What follows belongs to an exercise in optimizing a design on an open flow for small area; a production flow would make more cautious choices.
Function was checked by simulation only, so behaviour that the tests miss may differ from the original.

==> flow/design.v <==
package pool_pkg;
  localparam logic MODE_MAX = 1'b0;
  localparam logic MODE_AVG = 1'b1;
  typedef enum logic [1:0] {
    ST_IDLE,
    ST_RUN,
    ST_FLUSH
  } state_t;
endpackage
module pool_lane_alu
#(
  parameter int unsigned DATA_WIDTH = 16,
  parameter int unsigned ACC_W      = 18,
  parameter int unsigned SHIFT      = 2
) (
  input  logic                  MODE,
  input  logic                  SEED,     
  input  logic                  FINAL,    
  input  logic [ACC_W-1:0]      ACC,      
  input  logic [DATA_WIDTH-1:0] PIX,
  output logic [ACC_W-1:0]      NEXT,     
  output logic [ACC_W-2:0]      PAIR      
);
  localparam int unsigned LO = ACC_W / 2;
  localparam int unsigned HI = ACC_W - LO;
  logic [ACC_W-1:0] pix_ext, opb, sum, comb;
  logic [HI-1:0]    sum_hi0, sum_hi1;
  logic             sub, take_pix, c_lo;
  assign sub     = (MODE != pool_pkg::MODE_AVG);
  assign pix_ext = ACC_W'($signed(PIX));
  assign opb     = pix_ext ^ {ACC_W{sub}};
  pool_rca #(.W(LO)) u_lo  (.A(ACC[LO-1:0]),     .B(opb[LO-1:0]),     .CI(sub),  .S(sum[LO-1:0]), .CO(c_lo));
  pool_rca #(.W(HI)) u_hi0 (.A(ACC[ACC_W-1:LO]), .B(opb[ACC_W-1:LO]), .CI(1'b0), .S(sum_hi0),     .CO());
  pool_rca #(.W(HI)) u_hi1 (.A(ACC[ACC_W-1:LO]), .B(opb[ACC_W-1:LO]), .CI(1'b1), .S(sum_hi1),     .CO());
  assign sum[ACC_W-1:LO] = c_lo ? sum_hi1 : sum_hi0;
  assign take_pix = sum[ACC_W-1] | SEED;
  assign comb     = sub ? (take_pix ? pix_ext : ACC) : sum;
  assign NEXT[ACC_W-1:DATA_WIDTH] = comb[ACC_W-1:DATA_WIDTH];
  assign NEXT[DATA_WIDTH-1:0]     = (!sub && FINAL) ? sum[SHIFT +: DATA_WIDTH] : comb[DATA_WIDTH-1:0];
  assign PAIR = NEXT[ACC_W-2:0];
endmodule
module pool_rca
#(
  parameter int unsigned W = 9
) (
  input  logic [W-1:0] A,
  input  logic [W-1:0] B,
  input  logic         CI,
  output logic [W-1:0] S,
  output logic         CO
);
  logic [W:0] c;
  assign c[0] = CI;
  for (genvar i = 0; i < W; i++) begin : g_bit
    assign S[i]   = A[i] ^ B[i] ^ c[i];
    assign c[i+1] = (A[i] & B[i]) | (c[i] & (A[i] ^ B[i]));
  end
  assign CO = c[W];
endmodule
module pool_engine
#(
  parameter int unsigned DATA_WIDTH = 16,
  parameter int unsigned NUM_PE     = 4,
  parameter int unsigned POOL_X     = 2,
  parameter int unsigned POOL_Y     = 2,
  parameter int unsigned MAX_OUT_W  = 32,
  parameter int unsigned DIM_WIDTH  = 10
) (
  input  logic                 CLK,
  input  logic                 RESET,
  input  logic                 START,
  input  logic [DIM_WIDTH-1:0] CFG_ROW_W,
  input  logic [DIM_WIDTH-1:0] CFG_ROWS,
  input  logic                 CFG_MODE,
  input  logic                 IN_VALID,
  output logic                 IN_READY,
  input  logic [DATA_WIDTH*NUM_PE-1:0] DATA_IN,
  output logic                 OUT_VALID,
  input  logic                 OUT_READY,
  output logic [DATA_WIDTH*NUM_PE-1:0] DATA_OUT,
  output logic                 BUSY,
  output logic                 DONE
);
  localparam int unsigned ACC_W = DATA_WIDTH + 2;    
  localparam int unsigned BUF_W = DATA_WIDTH + 1;    
  localparam int unsigned ROW_W = BUF_W * NUM_PE;
  logic                 run, flush, out_valid, done;
  logic                 mode, py;
  logic [DIM_WIDTH-1:0] x, x_inc, row_w, rows_left, rows_dec;
  logic [DIM_WIDTH:0]   xc, rc;
  logic                 out_free, accept, px, last_x, last_y;
  logic                 win_done, buf_we;
  localparam int unsigned OXW = $clog2(MAX_OUT_W);
  logic [OXW-1:0]       ox;
  logic                 in_range;
  logic [ROW_W-1:0]     wr_bus, rd_raw, rd_row, acc_lo;
  logic [MAX_OUT_W-1:0] prep, rsel;
  logic                 phase;
  logic [ACC_W-1:0]     acc  [NUM_PE];
  logic [ACC_W-1:0]     opa  [NUM_PE];
  logic [ACC_W-1:0]     nxt  [NUM_PE];
  logic [BUF_W-1:0]     pair [NUM_PE];
  assign out_free = !out_valid || OUT_READY;
  assign IN_READY = run && out_free;
  assign accept   = IN_VALID && run && out_free;
  assign xc[0] = 1'b1;
  assign rc[0] = 1'b1;
  for (genvar i = 0; i < DIM_WIDTH; i++) begin : g_cnt
    assign x_inc[i]    = x[i] ^ xc[i];
    assign xc[i+1]     = x[i] & xc[i];
    assign rows_dec[i] = rows_left[i] ^ rc[i];
    assign rc[i+1]     = !rows_left[i] & rc[i];
  end
  assign px       = x[0];
  assign last_x   = (x_inc == row_w);
  assign last_y   = (rows_left == DIM_WIDTH'(1));
  assign ox       = x[OXW:1];
  assign in_range = (x[DIM_WIDTH-1:OXW+1] == '0);
  assign win_done = accept && px && py && in_range;
  assign buf_we   = accept && px && !py;
  for (genvar k = 0; k < MAX_OUT_W; k++) begin : g_sel
    assign prep[k] = !py && in_range && (ox == OXW'(k));
    assign rsel[k] = py && !px && (ox == OXW'(k));
  end
  pool_row_buf #(
    .ENTRIES (MAX_OUT_W),
    .WIDTH   (ROW_W)
  ) u_rbuf (
    .CLK    (CLK),
    .PREP   (prep),
    .WR_BUS (wr_bus),
    .RSEL   (rsel),
    .EXT    (acc_lo),
    .EXT_SEL(px),
    .RD     (rd_raw)
  );
  assign rd_row = rd_raw ^ {ROW_W{phase && py && !px}};
  for (genvar l = 0; l < NUM_PE; l++) begin : g_lane
    assign acc_lo[l*BUF_W +: BUF_W] = acc[l][BUF_W-1:0];
    assign opa[l] = {px ? acc[l][ACC_W-1] : rd_row[l*BUF_W + BUF_W-1], rd_row[l*BUF_W +: BUF_W]};
    assign wr_bus[l*BUF_W +: BUF_W] = buf_we ? (pair[l] ^ {BUF_W{phase}}) : '1;
    pool_lane_alu #(
      .DATA_WIDTH (DATA_WIDTH),
      .ACC_W      (ACC_W),
      .SHIFT      (2)
    ) u_alu (
      .MODE  (mode),
      .SEED  (!px && !py),
      .FINAL (px && py),
      .ACC   (opa[l]),
      .PIX   (DATA_IN[l*DATA_WIDTH +: DATA_WIDTH]),
      .NEXT  (nxt[l]),
      .PAIR  (pair[l])
    );
    assign DATA_OUT[l*DATA_WIDTH +: DATA_WIDTH] = acc[l][DATA_WIDTH-1:0];
  end
  assign OUT_VALID = out_valid;
  assign BUSY      = run || flush;
  assign DONE      = done;
  always_ff @(posedge CLK) begin
    if (accept) begin
      for (int l = 0; l < NUM_PE; l++) acc[l] <= nxt[l];
    end
  end
  always_ff @(posedge CLK) begin
    if (!run && !flush && START) begin
      row_w     <= CFG_ROW_W;
      rows_left <= CFG_ROWS;
      mode      <= CFG_MODE;
      x         <= '0;
      py        <= 1'b0;
    end else if (accept) begin
      if (last_x) begin
        x         <= '0;
        py        <= !py;
        rows_left <= rows_dec;
      end else begin
        x <= x_inc;
      end
    end
  end
  always_ff @(posedge CLK or posedge RESET) begin
    if (RESET) begin
      phase     <= 1'b0;
      run       <= 1'b0;
      flush     <= 1'b0;
      out_valid <= 1'b0;
      done      <= 1'b0;
    end else begin
      phase <= !phase;
      done  <= flush && out_free;
      if (win_done)       out_valid <= 1'b1;
      else if (OUT_READY) out_valid <= 1'b0;
      if (!run && !flush) begin
        if (START) run <= 1'b1;
      end else if (run) begin
        if (accept && last_x && last_y) begin
          run   <= 1'b0;
          flush <= 1'b1;
        end
      end else if (out_free) begin
        flush <= 1'b0;
      end
    end
  end
endmodule
module pool_row_buf
#(
  parameter int unsigned ENTRIES = 32,
  parameter int unsigned WIDTH   = 68
) (
  input  logic               CLK,
  input  logic [ENTRIES-1:0] PREP,
  input  logic [WIDTH-1:0]   WR_BUS,
  input  logic [ENTRIES-1:0] RSEL,
  input  logic [WIDTH-1:0]   EXT,       
  input  logic               EXT_SEL,
  output logic [WIDTH-1:0]   RD
);
  logic [WIDTH-1:0] mem [ENTRIES];
  always_ff @(posedge CLK) begin
    for (int k = 0; k < ENTRIES; k++) mem[k] <= ~(({WIDTH{PREP[k]}} & WR_BUS) | mem[k]);
  end
  always_comb begin
    RD = {WIDTH{EXT_SEL}} & EXT;
    for (int k = 0; k < ENTRIES; k++) RD = RD | ({WIDTH{RSEL[k]}} & mem[k]);
  end
endmodule
Settings: LEC_CHECK=0, CAP_MARGIN=0, CORE_MARGIN=2, CORE_UTILIZATION=60, CTS_CLUSTER_DIAMETER=100, CTS_CLUSTER_SIZE=30, SLEW_MARGIN=0, SYNTH_HIERARCHICAL=1; clock period 10.0 ns.
standard.sh (not shown) runs the stock make flow with config.mk's settings and CLKGATE_MAP_FILE= SYNTH_SCRIPT=/design/flow/synth_recipe.tcl, a recipe that flattens the netlist after the stock synthesis.
==> flow/flow/run.sh <==
#!/bin/bash
# The standard layout, except that the port buffers use the smallest
# buffer cell instead of the one buffer_ports picks by default.
set -euo pipefail
bash standard.sh synth > synth.log 2>&1
bash standard.sh "BUFFER_PORTS_ARGS=-buffer_cell sky130_fd_sc_hd__buf_1" finish > layout.log 2>&1
==> next run, changes <==
--- a/flow/design.v
+++ b/flow/design.v
@@ -36,9 +36,9 @@
   assign take_pix = sum[ACC_W-1] | SEED;
   assign comb     = sub ? (take_pix ? pix_ext : ACC) : sum;
   assign NEXT[ACC_W-1:DATA_WIDTH] = comb[ACC_W-1:DATA_WIDTH];
   assign NEXT[DATA_WIDTH-1:0]     = (!sub && FINAL) ? sum[SHIFT +: DATA_WIDTH] : comb[DATA_WIDTH-1:0];
-  assign PAIR = NEXT[ACC_W-2:0];
+  assign PAIR = comb[ACC_W-2:0];
 endmodule
 module pool_rca
 #(
   parameter int unsigned W = 9
@@ -92,9 +92,9 @@
   logic                 win_done, buf_we;
   localparam int unsigned OXW = $clog2(MAX_OUT_W);
   logic [OXW-1:0]       ox;
   logic                 in_range;
-  logic [ROW_W-1:0]     wr_bus, rd_raw, rd_row, acc_lo;
+  logic [ROW_W-1:0]     wr_bus, rd_raw, rd_row;
   logic [MAX_OUT_W-1:0] prep, rsel;
   logic                 phase;
   logic [ACC_W-1:0]     acc  [NUM_PE];
   logic [ACC_W-1:0]     opa  [NUM_PE];
@@ -119,9 +119,9 @@
   assign win_done = accept && px && py && in_range;
   assign buf_we   = accept && px && !py;
   for (genvar k = 0; k < MAX_OUT_W; k++) begin : g_sel
     assign prep[k] = !py && in_range && (ox == OXW'(k));
-    assign rsel[k] = py && !px && (ox == OXW'(k));
+    assign rsel[k] = py && (ox == OXW'(k));
   end
   pool_row_buf #(
     .ENTRIES (MAX_OUT_W),
     .WIDTH   (ROW_W)
@@ -129,16 +129,13 @@
     .CLK    (CLK),
     .PREP   (prep),
     .WR_BUS (wr_bus),
     .RSEL   (rsel),
-    .EXT    (acc_lo),
-    .EXT_SEL(px),
     .RD     (rd_raw)
   );
-  assign rd_row = rd_raw ^ {ROW_W{phase && py && !px}};
+  assign rd_row = rd_raw ^ {ROW_W{phase && py}};    
   for (genvar l = 0; l < NUM_PE; l++) begin : g_lane
-    assign acc_lo[l*BUF_W +: BUF_W] = acc[l][BUF_W-1:0];
-    assign opa[l] = {px ? acc[l][ACC_W-1] : rd_row[l*BUF_W + BUF_W-1], rd_row[l*BUF_W +: BUF_W]};
+    assign opa[l] = px ? acc[l] : ACC_W'($signed(rd_row[l*BUF_W +: BUF_W]));
     assign wr_bus[l*BUF_W +: BUF_W] = buf_we ? (pair[l] ^ {BUF_W{phase}}) : '1;
     pool_lane_alu #(
       .DATA_WIDTH (DATA_WIDTH),
       .ACC_W      (ACC_W),
@@ -212,17 +209,15 @@
   input  logic               CLK,
   input  logic [ENTRIES-1:0] PREP,
   input  logic [WIDTH-1:0]   WR_BUS,
   input  logic [ENTRIES-1:0] RSEL,
-  input  logic [WIDTH-1:0]   EXT,       
-  input  logic               EXT_SEL,
   output logic [WIDTH-1:0]   RD
 );
   logic [WIDTH-1:0] mem [ENTRIES];
   always_ff @(posedge CLK) begin
     for (int k = 0; k < ENTRIES; k++) mem[k] <= ~(({WIDTH{PREP[k]}} & WR_BUS) | mem[k]);
   end
   always_comb begin
-    RD = {WIDTH{EXT_SEL}} & EXT;
+    RD = '0;
     for (int k = 0; k < ENTRIES; k++) RD = RD | ({WIDTH{RSEL[k]}} & mem[k]);
   end
 endmodule
Outcome: Via count falls by about 2.6%. Clock-buffer cell count falls by 12. Worst hold slack stays flat. Cell area rises by 0.77%. Global-route usage falls by 4.2 points.

re-timing with driven ports:
How much do the figures lean on ideal ports? The routed layouts below were timed once more, with nothing changed but the port constraints.
Step 1 assumes that a clkbuf_16 drives the clock port and a buf_2 every other input.
Step 2 moves the port delays by t, midway between the first and last clock arrival at a register: inputs arrive t later, outputs are due t later. That takes back most of the time a late clock gives input paths.
Three values: ideal, step 1, step 2; two values: the first two.
run	t (ns)	setup slack, ns	hold slack, ns	pins driven straight from the clock port
the first run	0.851	0.295 / 0.295 / 0.295	0.413 / 0.413 / 0.413	1
the second run	0.835	0.500 / 0.500 / 0.500	0.412 / 0.412 / 0.412	1
After both steps setup and hold are still met in every run listed.
